This is an optimization exercise on Yosys and OpenROAD, whose aim is small area, not a production implementation. At most, simulation tests tie the RTL to the original design; equivalence was not proved. Power is estimated from default activity; no workload was simulated.

==> v4 <==
// ebi_periph_top
module ebi_periph_top #(
  parameter int NUM_UART = 2,
  parameter int NUM_GPIO = 3
) (
  input  logic                                clk,
  input  logic                                rst_i,
  input  logic                                cs_n_i,
  input  logic                                oe_n_i,
  input  logic [3:0]                          we_n_i,
  input  logic                                rd_wr_i,
  input  logic [hub_pkg::ADDR_W-1:0]          ebi_addr_i,
  input  logic [hub_pkg::DATA_W-1:0]          ebi_data_i,
  input  logic [NUM_UART-1:0]                 srx_i,
  input  logic [NUM_GPIO*hub_pkg::DATA_W-1:0] input_pad_i,    
  output logic [hub_pkg::DATA_W-1:0]          ebi_data_o,
  output logic                                ebi_data_oe_o,
  output logic [NUM_UART-1:0]                 stx_o,
  output logic [NUM_UART-1:0]                 uart_int_o,
  output logic [NUM_GPIO*hub_pkg::DATA_W-1:0] output_pad_o    
);
clock: 5.0 ns
lec_check: 0
cap_margin: 0
core_margin: 2
core_utilization: 65
slew_margin: 0
standard.sh (not shown) runs the stock make flow with config.mk's settings and CLKGATE_MAP_FILE= SYNTH_SCRIPT=/design/flow/synth_recipe.tcl, a recipe that flattens the netlist after the stock synthesis.
==> flow/flow/run.sh <==
#!/bin/bash
# The standard layout (standard.sh, the standard flow's own synthesis script
# synth_recipe.tcl and its flip-flop mapping included) with these changes:
# - abc maps the logic with an area-oriented script (flow/area.abc) instead of
#   ORFS's delay-oriented one, and the adders are left to abc rather than
#   mapped to half/full adder cells beforehand (ADDER_MAP_FILE empty);
# - the port buffers are the smallest buffer cell (buf_1);
# - the clock tree uses clkbuf_8 buffers, without dummy loads.
# Each tool's output is in orfs/logs/; make's own output is in standard.log.
set -euo pipefail
here=$(pwd)
{
  echo 'proc abc {args} {'
  echo '  set i [lsearch -exact $args -script]'
  echo "  if {\$i >= 0} { set args [lreplace \$args \$i [expr {\$i + 1}] -script $here/flow/area.abc] }"
  echo "  puts \"abc: script $here/flow/area.abc\""
  echo '  yosys abc {*}$args'
  echo '}'
  cat "$here/synth_recipe.tcl"
} > "$here/area_synth.tcl"
export BUFFER_PORTS_ARGS="-buffer_cell sky130_fd_sc_hd__buf_1"
export CTS_ARGS="-sink_clustering_enable -repair_clock_nets -dont_use_dummy_load -buf_list sky130_fd_sc_hd__clkbuf_8 -sink_clustering_size 20 -sink_clustering_max_diameter 45"
bash standard.sh SYNTH_SCRIPT="$here/area_synth.tcl" ADDER_MAP_FILE= finish > standard.log 2>&1
==> flow/flow/area.abc <==
&get -n
&st
&dch
&nf -R 1000 -p
&st
&dch
&nf -R 1000 -p
&st
&dch
&nf -R 1000 -p
&put
==> inputs of v38, as changes to v4 <==
--- a/flow/design.v
+++ b/flow/design.v
@@ -73,23 +73,23 @@
       rd2     <= rd1;
       st      <= es;
       wr_go_o <= st && wr2;
       rd_go_o <= st && rd2;
       rd_go_d <= rd_go_o;
     end
   end
-  logic [2:0] tg_new;
-  assign tg_new[0] = (addr_s1[11:8] == 4'd0) && !addr_s1[3] && (addr_s1[2:1] != 2'b11);
-  assign tg_new[1] = (addr_s1[11:8] == 4'd1);
-  assign tg_new[2] = (addr_s1[11:8] == 4'd2);
-  always_ff @(posedge clk) begin
-    {tg_uart1_o, tg_uart0_o, tg_gpio_o} <= ({3{es}} & tg_new) | ({3{st}} & {tg_uart1_o, tg_uart0_o, tg_gpio_o});
-    sub_o     <= ({3{es}} & addr_s1[2:0]) | ({3{st}} & sub_o);
-    wr_data_o <= ({DATA_W{es}} & data_s1) | ({DATA_W{st}} & wr_data_o);
-    byte_en_o <= ({4{es}} & ~ctl_s1[3:0]) | ({4{st}} & byte_en_o);
+  always_ff @(posedge clk) begin
+    if (es) begin
+      tg_gpio_o  <= (addr_s1[11:8] == 4'd0) && !addr_s1[3] && (addr_s1[2:1] != 2'b11);
+      tg_uart0_o <= (addr_s1[11:8] == 4'd1);
+      tg_uart1_o <= (addr_s1[11:8] == 4'd2);
+      sub_o      <= addr_s1[2:0];
+      wr_data_o  <= data_s1;
+      byte_en_o  <= ~ctl_s1[3:0];
+    end
   end
   assign early_bank_o  = addr_s1[2:1];
   assign early_start_o = es;
   always_ff @(posedge clk) rd_cap <= rd_word_i;
   logic dat_ld, dat_hd;
   assign dat_ld = rd_go_d && !rst_i;
   assign dat_hd = !rd_go_d && !rst_i;
@@ -224,19 +224,16 @@
       else if (tx_start_i)        tx_cnt <= TX_PEND;
     end else if (tx_zero)         tx_cnt <= tx_cnt + 4'd1;   
   end
   always_ff @(posedge clk) begin
     if (!tx_busy_o || tx_zero) tx_tmr <= divisor_i;
     else                       tx_tmr <= tx_dec;
   end
-  logic tx_ld, tx_hd;
-  assign tx_ld = tx_start_i && !tx_busy_o;
-  assign tx_hd = tx_busy_o || tx_cnt == TX_PEND;
   always_ff @(posedge clk) begin
-    tx_byte <= ({8{tx_ld}} & tx_byte_i) | ({8{tx_hd}} & tx_byte);
+    if (tx_start_i && !tx_busy_o) tx_byte <= tx_byte_i;
   end
   assign stx_o = tx_cnt[3] ? tx_byte[tx_cnt[2:0]] : (tx_cnt[2:0] != 3'd7);
   always_ff @(posedge clk) begin
     if (rst_i) rx_sync <= 2'b11;
     else       rx_sync <= {rx_sync[0], srx_i};
   end
   assign rx_prev = (rx_st != RX_IDLE_L);
@@ -256,19 +253,18 @@
     end
   end
   always_ff @(posedge clk) begin
     if (!rx_busy)            rx_tmr <= divisor_i >> 1;   
     else if (rx_zero)        rx_tmr <= divisor_i;
     else                     rx_tmr <= rx_dec;
   end
-  logic rx_shift, rx_hd;
-  assign rx_shift = rx_busy && rx_zero && rx_st != 4'd0 && rx_st != 4'd9;
-  assign rx_hd    = rx_busy && !rx_shift;
   always_ff @(posedge clk) begin
-    rx_sh <= ({8{rx_shift}} & {rx_sync[1], rx_sh[7:1]}) | ({8{rx_hd}} & rx_sh);
+    if (rx_busy && rx_zero && rx_st != 4'd0 && rx_st != 4'd9) begin
+      rx_sh <= {rx_sync[1], rx_sh[7:1]};
+    end
   end
   assign rx_byte_o = rx_sh;
 endmodule
 import hub_pkg::*;
 module gpio_bank #(
   parameter int NUM_GPIO = 3
 ) (
--- a/flow/flow/run.sh
+++ b/flow/flow/run.sh
@@ -15,9 +15,9 @@
   echo "  if {\$i >= 0} { set args [lreplace \$args \$i [expr {\$i + 1}] -script $here/flow/area.abc] }"
   echo "  puts \"abc: script $here/flow/area.abc\""
   echo '  yosys abc {*}$args'
   echo '}'
   cat "$here/synth_recipe.tcl"
 } > "$here/area_synth.tcl"
 export BUFFER_PORTS_ARGS="-buffer_cell sky130_fd_sc_hd__buf_1"
-export CTS_ARGS="-sink_clustering_enable -repair_clock_nets -dont_use_dummy_load -buf_list sky130_fd_sc_hd__clkbuf_8 -sink_clustering_size 20 -sink_clustering_max_diameter 45"
+export CTS_ARGS="-sink_clustering_enable -repair_clock_nets -dont_use_dummy_load -buf_list sky130_fd_sc_hd__clkbuf_8 -sink_clustering_size 16 -sink_clustering_max_diameter 40"
 bash standard.sh SYNTH_SCRIPT="$here/area_synth.tcl" ADDER_MAP_FILE= finish > standard.log 2>&1
- CAP_MARGIN: 0 -> 20
- CORE_UTILIZATION: 65 -> 40
- SLEW_MARGIN: 0 -> 20
==> inputs of v10, as changes to v4 <==
--- a/flow/design.v
+++ b/flow/design.v
@@ -30,14 +30,15 @@
   input  logic                        rd_wr_i,
   input  logic [hub_pkg::ADDR_W-1:0]  ebi_addr_i,
   input  logic [hub_pkg::DATA_W-1:0]  ebi_data_i,
   output logic [hub_pkg::DATA_W-1:0]  ebi_data_o,
   output logic                        ebi_data_oe_o,
   output logic [2:1]                  early_bank_o,
   output logic                        early_start_o,
+  output logic                        start_o,       
   output logic                        tg_gpio_o,     
   output logic                        tg_uart0_o,
   output logic                        tg_uart1_o,
   output logic [2:0]                  sub_o,         
   output logic [hub_pkg::DATA_W-1:0]  wr_data_o,
   output logic [3:0]                  byte_en_o,
   output logic                        wr_go_o,
@@ -46,35 +47,35 @@
 );
   logic [6:0]        ctl_s1;     
   logic [11:0]       addr_s1;    
   logic [DATA_W-1:0] data_s1;
   logic              wr1, rd1, wr2, rd2, es, st, rd_go_d;
   logic [DATA_W-1:0] rd_cap;
   always_ff @(posedge clk) begin
-    if (rst_i) ctl_s1 <= 7'h7f;
-    else       ctl_s1 <= {cs_n_i, oe_n_i, rd_wr_i, we_n_i};
+    ctl_s1[6]   <= cs_n_i || rst_i;
+    ctl_s1[5:0] <= {oe_n_i, rd_wr_i, we_n_i};
   end
   always_ff @(posedge clk) begin
     addr_s1 <= ebi_addr_i[11:0];
     data_s1 <= ebi_data_i;
   end
   assign wr1 = !ctl_s1[6] && !ctl_s1[4] && (ctl_s1[3:0] != 4'hf);
   assign rd1 = !ctl_s1[6] && !ctl_s1[5] && ctl_s1[4];
   assign es  = (wr1 || rd1) && !(wr2 || rd2);   
   always_ff @(posedge clk) begin
+    wr2 <= wr1;
+    rd2 <= rd1;
+  end
+  always_ff @(posedge clk) begin
     if (rst_i) begin
-      wr2     <= 1'b0;
-      rd2     <= 1'b0;
       st      <= 1'b0;
       wr_go_o <= 1'b0;
       rd_go_o <= 1'b0;
       rd_go_d <= 1'b0;
     end else begin
-      wr2     <= wr1;
-      rd2     <= rd1;
       st      <= es;
       wr_go_o <= st && wr2;
       rd_go_o <= st && rd2;
       rd_go_d <= rd_go_o;
     end
   end
   logic [2:0] tg_new;
@@ -85,14 +86,15 @@
     {tg_uart1_o, tg_uart0_o, tg_gpio_o} <= ({3{es}} & tg_new) | ({3{st}} & {tg_uart1_o, tg_uart0_o, tg_gpio_o});
     sub_o     <= ({3{es}} & addr_s1[2:0]) | ({3{st}} & sub_o);
     wr_data_o <= ({DATA_W{es}} & data_s1) | ({DATA_W{st}} & wr_data_o);
     byte_en_o <= ({4{es}} & ~ctl_s1[3:0]) | ({4{st}} & byte_en_o);
   end
   assign early_bank_o  = addr_s1[2:1];
   assign early_start_o = es;
+  assign start_o       = st;
   always_ff @(posedge clk) rd_cap <= rd_word_i;
   logic dat_ld, dat_hd;
   assign dat_ld = rd_go_d && !rst_i;
   assign dat_hd = !rd_go_d && !rst_i;
   always_ff @(posedge clk) begin
     ebi_data_o <= ({DATA_W{dat_ld}} & rd_cap) | ({DATA_W{dat_hd}} & ebi_data_o);
   end
@@ -273,32 +275,40 @@
   parameter int NUM_GPIO = 3
 ) (
   input  logic                                clk,
   input  logic                                rst_i,
   input  logic [NUM_GPIO*hub_pkg::DATA_W-1:0] input_pad_i,
   input  logic [2:1]                          early_bank_i,
   input  logic                                early_start_i,
+  input  logic                                start_i,        
   input  logic                                tg_i,           
   input  logic [2:0]                          sub_i,          
   input  logic [hub_pkg::DATA_W-1:0]          wr_data_i,
   input  logic [3:0]                          byte_en_i,
   input  logic                                wr_go_i,
   output logic [hub_pkg::DATA_W-1:0]          rd_word_o,
   output logic [NUM_GPIO*hub_pkg::DATA_W-1:0] output_pad_o
 );
-  logic [DATA_W-1:0] in_cap;
-  logic [2:0] cap_sel;
+  logic [2:0] cap_sel, out_sel;
+  logic       in_hold;
   assign cap_sel[0] = early_start_i && early_bank_i == 2'd0;
   assign cap_sel[1] = early_start_i && early_bank_i == 2'd1;
   assign cap_sel[2] = early_start_i && early_bank_i[2];
-  always_ff @(posedge clk) begin
-    in_cap <= ({DATA_W{cap_sel[0]}}     & input_pad_i[0 +: DATA_W])
-            | ({DATA_W{cap_sel[1]}}     & input_pad_i[DATA_W +: DATA_W])
-            | ({DATA_W{cap_sel[2]}}     & input_pad_i[2*DATA_W +: DATA_W])
-            | ({DATA_W{!early_start_i}} & in_cap);
+  assign out_sel[0] = start_i && tg_i && sub_i[0] == GPIO_OUT && sub_i[2:1] == 2'd0;
+  assign out_sel[1] = start_i && tg_i && sub_i[0] == GPIO_OUT && sub_i[2:1] == 2'd1;
+  assign out_sel[2] = start_i && tg_i && sub_i[0] == GPIO_OUT && sub_i[2:1] == 2'd2;
+  assign in_hold    = start_i && tg_i && sub_i[0] == GPIO_IN;
+  always_ff @(posedge clk) begin
+    rd_word_o <= ({DATA_W{cap_sel[0]}} & input_pad_i[0 +: DATA_W])
+               | ({DATA_W{cap_sel[1]}} & input_pad_i[DATA_W +: DATA_W])
+               | ({DATA_W{cap_sel[2]}} & input_pad_i[2*DATA_W +: DATA_W])
+               | ({DATA_W{out_sel[0]}} & output_pad_o[0 +: DATA_W])
+               | ({DATA_W{out_sel[1]}} & output_pad_o[DATA_W +: DATA_W])
+               | ({DATA_W{out_sel[2]}} & output_pad_o[2*DATA_W +: DATA_W])
+               | ({DATA_W{in_hold}}    & rd_word_o);
   end
   logic                  wr_out;
   logic [NUM_GPIO*4-1:0] lane_ld, lane_hd;
   assign wr_out = wr_go_i && tg_i && sub_i[0] == GPIO_OUT;
   always_comb begin
     for (int b = 0; b < NUM_GPIO; b++) begin
       for (int l = 0; l < 4; l++) begin
@@ -311,23 +321,14 @@
     for (int b = 0; b < NUM_GPIO; b++) begin
       for (int l = 0; l < 4; l++) begin
         output_pad_o[b*DATA_W + 8*l +: 8] <= ({8{lane_ld[4*b+l]}} & wr_data_i[8*l +: 8])
                                            | ({8{lane_hd[4*b+l]}} & output_pad_o[b*DATA_W + 8*l +: 8]);
       end
     end
   end
-  logic [3:0] rd_sel;
-  assign rd_sel[0] = tg_i && sub_i[0] == GPIO_IN;
-  assign rd_sel[1] = tg_i && sub_i[0] == GPIO_OUT && sub_i[2:1] == 2'd0;
-  assign rd_sel[2] = tg_i && sub_i[0] == GPIO_OUT && sub_i[2:1] == 2'd1;
-  assign rd_sel[3] = tg_i && sub_i[0] == GPIO_OUT && sub_i[2:1] == 2'd2;
-  assign rd_word_o = ({DATA_W{rd_sel[0]}} & in_cap)
-                   | ({DATA_W{rd_sel[1]}} & output_pad_o[0 +: DATA_W])
-                   | ({DATA_W{rd_sel[2]}} & output_pad_o[DATA_W +: DATA_W])
-                   | ({DATA_W{rd_sel[3]}} & output_pad_o[2*DATA_W +: DATA_W]);
 endmodule
 import hub_pkg::*;
 module ebi_periph_top #(
   parameter int NUM_UART = 2,
   parameter int NUM_GPIO = 3
 ) (
   input  logic                                clk,
@@ -343,15 +344,15 @@
   output logic [hub_pkg::DATA_W-1:0]          ebi_data_o,
   output logic                                ebi_data_oe_o,
   output logic [NUM_UART-1:0]                 stx_o,
   output logic [NUM_UART-1:0]                 uart_int_o,
   output logic [NUM_GPIO*hub_pkg::DATA_W-1:0] output_pad_o    
 );
   logic [2:1]        early_bank;
-  logic              early_start;
+  logic              early_start, start;
   logic              tg_gpio;
   logic [1:0]        tg_uart;
   logic [2:0]        sub;
   logic [DATA_W-1:0] wr_data;
   logic [3:0]        byte_en;
   logic              wr_go, rd_go;
   logic [DATA_W-1:0] gpio_word, rd_word;
@@ -365,14 +366,15 @@
     .rd_wr_i(rd_wr_i),
     .ebi_addr_i(ebi_addr_i),
     .ebi_data_i(ebi_data_i),
     .ebi_data_o(ebi_data_o),
     .ebi_data_oe_o(ebi_data_oe_o),
     .early_bank_o(early_bank),
     .early_start_o(early_start),
+    .start_o(start),
     .tg_gpio_o(tg_gpio),
     .tg_uart0_o(tg_uart[0]),
     .tg_uart1_o(tg_uart[1]),
     .sub_o(sub),
     .wr_data_o(wr_data),
     .byte_en_o(byte_en),
     .wr_go_o(wr_go),
@@ -383,14 +385,15 @@
     .NUM_GPIO(NUM_GPIO)
   ) gpio_bank_i (
     .clk(clk),
     .rst_i(rst_i),
     .input_pad_i(input_pad_i),
     .early_bank_i(early_bank),
     .early_start_i(early_start),
+    .start_i(start),
     .tg_i(tg_gpio),
     .sub_i(sub),
     .wr_data_i(wr_data),
     .byte_en_i(byte_en),
     .wr_go_i(wr_go),
     .rd_word_o(gpio_word),
     .output_pad_o(output_pad_o)
--- a/flow/flow/run.sh
+++ b/flow/flow/run.sh
@@ -15,9 +15,9 @@
   echo "  if {\$i >= 0} { set args [lreplace \$args \$i [expr {\$i + 1}] -script $here/flow/area.abc] }"
   echo "  puts \"abc: script $here/flow/area.abc\""
   echo '  yosys abc {*}$args'
   echo '}'
   cat "$here/synth_recipe.tcl"
 } > "$here/area_synth.tcl"
 export BUFFER_PORTS_ARGS="-buffer_cell sky130_fd_sc_hd__buf_1"
-export CTS_ARGS="-sink_clustering_enable -repair_clock_nets -dont_use_dummy_load -buf_list sky130_fd_sc_hd__clkbuf_8 -sink_clustering_size 20 -sink_clustering_max_diameter 45"
+export CTS_ARGS="-sink_clustering_enable -repair_clock_nets -dont_use_dummy_load -buf_list sky130_fd_sc_hd__clkbuf_8 -sink_clustering_size 18 -sink_clustering_max_diameter 42"
 bash standard.sh SYNTH_SCRIPT="$here/area_synth.tcl" ADDER_MAP_FILE= finish > standard.log 2>&1
- CAP_MARGIN: 0 -> 20
- GPL_ROUTABILITY_DRIVEN: not set -> 0
- GPL_TIMING_DRIVEN: not set -> 0
- SLEW_MARGIN: 0 -> 20
==> run notes <==
| item | v4 | v10 | v38 |
|---|---|---|---|
| Final Worst Setup Slack | 0.9771 ns | 0.5592 ns | 0.9180 ns |
| EDFF count, synth | 0 | 0 | 74 |
| Top fanout value on the critical path | 17 | 9 | 5 |
| Status | no timing/DRC/antenna violations | no timing/DRC/antenna violations | no timing/DRC/antenna violations |
| Buf/Inv on CP | 0 | 0 | 3 |
| Combinational cell fraction of total power | 14.7% | 13.4% | 13.4% |
| Mean post-synth cell area | 10.92 um^2 | 11.11 um^2 | 11.62 um^2 |
| First-pass GRT wire length | 70.60 mm | 67.31 mm | 73.81 mm |
| Worst path depth | 12 | 10 | 15 |
| Data required time at the worst endpoint | 5.46 ns | 5.45 ns | 5.54 ns |
| Final-stage net count | 1933 | 1914 | 1871 |
| Register cell area after layout | 0.009210 mm^2 | 0.009210 mm^2 | 0.009950 mm^2 |
| Mapped Cells | 1435 | 1400 | 1358 |
| Normalized max-slew margin | 27.49% | 38.02% | 28.87% |
| Final routed wire length divided by cell count | 21.68 um | 20.72 um | 22.05 um |
| Layout inverter count without the clock tree | 11 | 11 | 14 |
| Number of multi-input combinational cells | 960 | 925 | 880 |
| Number of antenna cells inserted | 1 | 2 | 0 |
| Launch point of the critical path | g_uart[0].uart_txrx_i.tx_tmr[0] | g_uart[0].uart_txrx_i.rx_tmr[0] | g_uart[0].uart_txrx_i.tx_tmr[0] |
| Clock network power consumption | 1780 uW | 1850 uW | 2050 uW |
| Proportion of power drawn by the clock network | 25.9% | 27.6% | 28.3% |
| Drt initial violations | 1726 | 1503 | 1301 |
| Achievable clock frequency | 0.2486 GHz | 0.2252 GHz | 0.2450 GHz |
| Max rail drop VDD | 266.2 uV | 271.3 uV | 219.0 uV |
| Core Area | 0.02354 mm^2 | 0.02347 mm^2 | 0.03883 mm^2 |
For v4, only the layout was checked, not whether the RTL still works.

-- static timing again, ports no longer ideal --
No port has a modelled driver above. Below, the same layouts with a new extraction and two added sets of constraints.
Step 1, drivers: a clkbuf_16 drives clk and a buf_2 each remaining input, both assumed.
Step 2, shift: input delay + t, output delay - t, t = (earliest + latest rising clock arrival at the registers) / 2. This alone moves slack from input paths to output paths.
Slacks: ideal ports / drivers / drivers and shift; pairs: ideal ports / drivers.
run	shift t [ns]	slack for setup (ns)	clock arrival spread, ns	worst slew at a driven data input, ns
v4	0.602	0.977 / 0.977 / 0.977	0.056 / 0.056	0.09
v38	0.647	0.918 / 0.918 / 0.918	0.060 / 0.061	0.07
v10	0.597	0.559 / 0.559 / 0.559	0.062 / 0.061	0.08
After both steps every run listed still meets setup and hold.
